This design comes from an exercise in tuning for small area on the open sky130 flow, not from production work.
In this exercise RTL edits were held to simulation tests only and were not proved equivalent to the original.
Power figures rest on the tool's default switching activity, not on a simulated workload. The flow treats the clock pin as an ideal source, which a real chip does not have.

## lane 1
==> module dense_1_feeder, before the edit <==
module dense_1_feeder #(
  parameter int IN_W            = 32,
  parameter int OUT_W           = 128,
  parameter int WORDS_PER_FRAME = 8,
  parameter int GAP             = 64,
  parameter int DEPTH           = 16
) (
  input  logic             clk,
  input  logic             rst,
  input  logic             vld_in,
  input  logic [IN_W-1:0]  data_in,
  output logic             rdy_out,
  output logic             vld_out,
  output logic [OUT_W-1:0] data_out,
  output logic             last_out,
  output logic             ovf
);
  localparam int PACK    = OUT_W / IN_W;
  localparam int PACK_W  = (PACK > 1) ? $clog2(PACK) : 1;
  localparam int FRAME_W = (WORDS_PER_FRAME > 1) ? $clog2(WORDS_PER_FRAME) : 1;
  localparam int GAP_W   = $clog2(GAP);
  localparam int CNT_W   = $clog2(DEPTH) + 1;
  localparam int RING_N  = DEPTH - 1;
  localparam int POS_W   = $clog2(RING_N);
  localparam int TAP     = 4;
  localparam logic [POS_W:0] RING_NV = RING_N;
  logic [PACK_W-1:0]        pack_cnt;
  logic [GAP_W-1:0]         gap_cnt;
  logic [FRAME_W-1:0]       rd_idx;
  logic [CNT_W-1:0]         fifo_count;
  logic [RING_N-1:0][PACK-1:0][IN_W-1:0] ring_q;
  logic [RING_N-1:0][PACK-1:0][IN_W-1:0] ring;
  logic [POS_W-1:0]             r_pos;      
  logic [CNT_W-1:0]             n_slot;     
  logic [PACK-1:0][IN_W-1:0]    lb;
  logic [PACK-1:0]              lb_vld;
  logic [PACK-1:0][POS_W-1:0]   w_pos;      
  logic [PACK-1:0][CNT_W-1:0]   occ;        
  logic [PACK-1:0]              missing;    
  logic                         packing;
  logic [PACK-1:0][IN_W-1:0]    hd;
  logic [PACK-1:0]              hd_fill;
  logic                         hd_vld;
  logic               accept;
  logic               push;
  logic               pop;
  logic               bypass;
  logic               at_tap;
  logic [PACK-1:0]    tap_fill;
  logic [PACK-1:0]    fill_now;
  logic               release_hd;
  logic [PACK-1:0]    drop;
  logic [PACK-1:0]    beat_here;
  logic [RING_N-1:0][PACK-1:0] wr_here;
  logic [PACK-1:0]    wr_lane;
  logic [POS_W-1:0]   last_dist;
  logic               keep_last;
  assign rdy_out = !rst && (fifo_count < CNT_W'(DEPTH));
  assign accept  = vld_in && rdy_out;
  assign push    = accept && (pack_cnt == PACK_W'(PACK - 1));
  assign pop     = (fifo_count != '0) && (gap_cnt == '0);
  assign hd_vld  = &hd_fill;
  assign packing = (pack_cnt != '0);
  assign n_slot  = fifo_count - CNT_W'(hd_vld) + CNT_W'(packing);
  always_comb begin
    for (int j = 0; j < PACK; j++) begin
      logic [POS_W:0] back;
      missing[j] = packing && (pack_cnt <= PACK_W'(PACK - 1 - j));
      occ[j]     = n_slot - CNT_W'(lb_vld[j]) - CNT_W'(missing[j]);
      back       = {1'b0, r_pos} + RING_NV - occ[j][POS_W:0];
      w_pos[j]   = (back >= RING_NV) ? POS_W'(back - RING_NV) : back[POS_W-1:0];
    end
  end
  always_comb begin
    for (int j = 0; j < PACK; j++) begin
      beat_here[j] = accept && (pack_cnt == PACK_W'(PACK - 1 - j));
    end
  end
  assign bypass = (fifo_count == '0);
  assign at_tap = !hd_vld && (r_pos == POS_W'(RING_N - 1));
  always_comb begin
    for (int j = 0; j < PACK; j++) begin
      tap_fill[j] = at_tap && (occ[j] != '0);
      fill_now[j] = tap_fill[j] || (bypass && beat_here[j]);
    end
  end
  assign release_hd = !rst && !hd_vld && (&(hd_fill | fill_now));
  always_comb begin
    for (int j = 0; j < PACK; j++) begin
      drop[j] = release_hd && (occ[j] == '0);
    end
  end
  always_comb begin
    for (int j = 0; j < PACK; j++) begin
      wr_lane[j] = 1'b0;
      for (int p = 0; p < RING_N; p++) begin
        wr_here[p][j] = (p % TAP == 0) && !rst && lb_vld[j] && !drop[j] &&
                        (occ[j] != CNT_W'(RING_N)) &&
                        (w_pos[j] == POS_W'((p + RING_N - 1) % RING_N));
        wr_lane[j] = wr_lane[j] | wr_here[p][j];
      end
    end
  end
  assign last_dist = (r_pos == POS_W'(RING_N - 1)) ? '0 : r_pos + 1'b1;
  assign keep_last = !rst && !(release_hd && r_pos == POS_W'(RING_N - 1)) &&
                     ({1'b0, last_dist} < n_slot);
  always_comb begin
    for (int p = 0; p < RING_N; p++) begin
      ring[p] = ((p / TAP) % 2 == 1) ? ~ring_q[p] : ring_q[p];
    end
  end
  always_ff @(posedge clk) begin
    for (int j = 0; j < PACK; j++) begin
      for (int p = 0; p < RING_N; p++) begin
        if (p == 0) begin
          ring_q[p][j] <= (ring[RING_N-1][j] & {IN_W{keep_last}}) | (lb[j] & {IN_W{wr_here[p][j]}});
        end else if (p % TAP == 0) begin
          ring_q[p][j] <= (((p / TAP) % 2 == 1) ? ~(ring[p-1][j] | (lb[j] & {IN_W{wr_here[p][j]}}))
                                                :  (ring[p-1][j] | (lb[j] & {IN_W{wr_here[p][j]}})));
        end else begin
          ring_q[p][j] <= ring_q[p-1][j];
        end
      end
    end
  end
  always_ff @(posedge clk) begin
    for (int j = 0; j < PACK; j++) begin
      if (beat_here[j]) lb[j] <= data_in;
      if (bypass && beat_here[j]) begin
        hd[j] <= data_in;
      end else if (tap_fill[j]) begin
        hd[j] <= ring[RING_N-1][j];
      end
    end
  end
  always_ff @(posedge clk) begin
    if (rst) begin
      pack_cnt   <= '0;
      gap_cnt    <= '0;
      rd_idx     <= '0;
      fifo_count <= '0;
      r_pos      <= '0;
      lb_vld     <= '0;
      hd_fill    <= '0;
      vld_out    <= 1'b0;
      data_out   <= '0;
      last_out   <= 1'b0;
      ovf        <= 1'b0;
    end else begin
      if (vld_in && !rdy_out) begin
        ovf <= 1'b1;
      end
      if (accept) begin
        pack_cnt <= pack_cnt + 1'b1;
      end
      if (push && !pop) begin
        fifo_count <= fifo_count + 1'b1;
      end else if (pop && !push) begin
        fifo_count <= fifo_count - 1'b1;
      end
      if (pop) begin
        gap_cnt <= GAP_W'(GAP - 1);
      end else if (gap_cnt != '0) begin
        gap_cnt <= gap_cnt - 1'b1;
      end
      if (!release_hd) r_pos <= (r_pos == POS_W'(RING_N - 1)) ? '0 : r_pos + 1'b1;
      for (int j = 0; j < PACK; j++) begin
        if (beat_here[j] && !drop[j]) begin
          lb_vld[j] <= 1'b1;
        end else if (wr_lane[j] || drop[j]) begin
          lb_vld[j] <= 1'b0;
        end
      end
      if (pop) begin
        hd_fill <= '0;
      end else begin
        hd_fill <= hd_fill | fill_now;
      end
      vld_out <= pop;
      if (pop) begin
        rd_idx   <= rd_idx + 1'b1;
        data_out <= hd;
        last_out <= (rd_idx == FRAME_W'(WORDS_PER_FRAME - 1));
      end else begin
        last_out <= 1'b0;
      end
    end
  end
endmodule
==> flow/config.mk <==
export PLATFORM = sky130hd
export DESIGN_NAME = dense_1_feeder
export DESIGN_NICKNAME = dense_1_feeder
export VERILOG_FILES = /design/flow/design.v
export SDC_FILE = /design/flow/constraint.sdc
export NUM_CORES = 4
export LEC_CHECK = 0
export ABC_AREA = 1
export CAP_MARGIN = 0
export CORE_MARGIN = 2
export CORE_UTILIZATION = 60
export SLEW_MARGIN = 0
==> flow/constraint.sdc <==
create_clock -name core_clock -period 5.0 [get_ports {clk}]
set_input_delay 1.0000 -clock core_clock [delete_from_list [all_inputs] [get_ports {clk}]]
set_output_delay 1.0000 -clock core_clock [all_outputs]
set_load 0.01 [all_outputs]
standard.sh (not shown) runs the stock make flow with config.mk's settings and CLKGATE_MAP_FILE= SYNTH_SCRIPT=/design/flow/synth_recipe.tcl, a recipe that flattens the netlist after the stock synthesis.
==> flow/flow/run.sh <==
#!/bin/bash
set -euo pipefail
here=$PWD
res=$here/orfs/results/$FLOW_PLATFORM/dense_1_feeder/base

# 1. standard synthesis, up to the Yosys netlist
bash standard.sh $res/1_2_yosys.v > synth.log 2>&1

# re-map the combinational logic
mkdir -p remap
cp $res/1_2_yosys.v remap/in.v
cp $res/1_2_yosys.v remap/standard_1_2_yosys.v
export REMAP_LIB=$FLOW_HOME/platforms/$FLOW_PLATFORM/lib/sky130_fd_sc_hd__tt_025C_1v80.lib
YOSYS=${YOSYS_EXE:-$FLOW_HOME/../tools/install/yosys/bin/yosys}
(cd remap && $YOSYS -c $here/flow/remap.tcl) > remap.log 2>&1
cp remap/out.v $res/1_2_yosys.v
touch $res/1_2_yosys.v

# 2. the rest of the standard flow, with its own clock tree settings and
#    the smallest buffer on each port
export CTS_ARGS="-sink_clustering_enable -repair_clock_nets -dont_use_dummy_load -sink_clustering_size 32 -sink_clustering_max_diameter 70"
export BUFFER_PORTS_ARGS="-buffer_cell sky130_fd_sc_hd__buf_1"
bash standard.sh > layout.log 2>&1
Other scripts of this flow, unchanged in this note and not shown: flow/flow/remap.tcl
Lane 1 completed; timing, DRC and antenna clean
### lane 1 -> lane 2
--- a/flow/design.v
+++ b/flow/design.v
@@ -33,9 +33,9 @@
   logic [POS_W-1:0]             r_pos;      
   logic [CNT_W-1:0]             n_slot;     
   logic [PACK-1:0][IN_W-1:0]    lb;
   logic [PACK-1:0]              lb_vld;
-  logic [PACK-1:0][POS_W-1:0]   w_pos;      
+  logic [RING_N-1:0][POS_W-1:0] in_dist;    
   logic [PACK-1:0][CNT_W-1:0]   occ;        
   logic [PACK-1:0]              missing;    
   logic                         packing;
   logic [PACK-1:0][IN_W-1:0]    hd;
@@ -63,13 +63,15 @@
   assign packing = (pack_cnt != '0);
   assign n_slot  = fifo_count - CNT_W'(hd_vld) + CNT_W'(packing);
   always_comb begin
     for (int j = 0; j < PACK; j++) begin
-      logic [POS_W:0] back;
       missing[j] = packing && (pack_cnt <= PACK_W'(PACK - 1 - j));
       occ[j]     = n_slot - CNT_W'(lb_vld[j]) - CNT_W'(missing[j]);
-      back       = {1'b0, r_pos} + RING_NV - occ[j][POS_W:0];
-      w_pos[j]   = (back >= RING_NV) ? POS_W'(back - RING_NV) : back[POS_W-1:0];
+    end
+    for (int p = 0; p < RING_N; p++) begin
+      logic [POS_W:0] back;
+      back       = POS_W'(r_pos) + RING_NV - ((p + RING_N - 1) % RING_N);
+      in_dist[p] = (back >= RING_NV) ? POS_W'(back - RING_NV) : back[POS_W-1:0];
     end
   end
   always_comb begin
     for (int j = 0; j < PACK; j++) begin
@@ -94,15 +96,14 @@
     for (int j = 0; j < PACK; j++) begin
       wr_lane[j] = 1'b0;
       for (int p = 0; p < RING_N; p++) begin
         wr_here[p][j] = (p % TAP == 0) && !rst && lb_vld[j] && !drop[j] &&
-                        (occ[j] != CNT_W'(RING_N)) &&
-                        (w_pos[j] == POS_W'((p + RING_N - 1) % RING_N));
+                        (occ[j] == {1'b0, in_dist[p]});
         wr_lane[j] = wr_lane[j] | wr_here[p][j];
       end
     end
   end
-  assign last_dist = (r_pos == POS_W'(RING_N - 1)) ? '0 : r_pos + 1'b1;
+  assign last_dist = in_dist[0];
   assign keep_last = !rst && !(release_hd && r_pos == POS_W'(RING_N - 1)) &&
                      ({1'b0, last_dist} < n_slot);
   always_comb begin
     for (int p = 0; p < RING_N; p++) begin
==> notes.md <==
On synthesized area, lane 2 and lane 1 are neck and neck.
Changes observed in lane 2 relative to lane 1: depth of the worst hold-timing path has remained practically unchanged, power density over the cells has decreased, internal power summed over all cells has decreased, clock share of power has increased.
Compared lane 1 against lane 2; total number of vias within noise.
Lane 2 against lane 1: total of fill cells in the finished design moved down, layout-stage area growth over the synthesis result level.
Lane 2 vs lane 1, worst-path cell with the longest stage delay: dfxtp_1 vs a311o_1
Count of non-CTS buffers in the layout: lane 2 higher than lane 1
The detailed-routing wirelength on met1 in lane 2 sits about 1.5% below the value recorded for lane 1.

## separate check: timing with driven ports
In the flow no input, the clock included, has a driving cell. The finished layouts below were timed again as built, in two steps.
Step 1: set_driving_cell puts a clkbuf_16 on clk and a buf_2 on each other input, an assumption about the parent block.
Step 2 adds t to the input delays and takes it off the output delays; t is the mean of the earliest and latest rising clock arrival at the registers after step 1. Input paths then give back, and output paths get back, about the clock's delay inside the block.
Three values: no drivers, after step 1, after step 2; two values: the first two.
run	t, ns	setup slack, ns	slew at the worst register clock pin (ns)	worst data-port slew with drivers (ns)
lane 1	0.725	0.272 / 0.272 / 0.272	0.11 / 0.11	0.14
lane 2	0.724	0.396 / 0.396 / 0.396	0.11 / 0.11	0.08
After both steps every run listed still meets setup and hold.
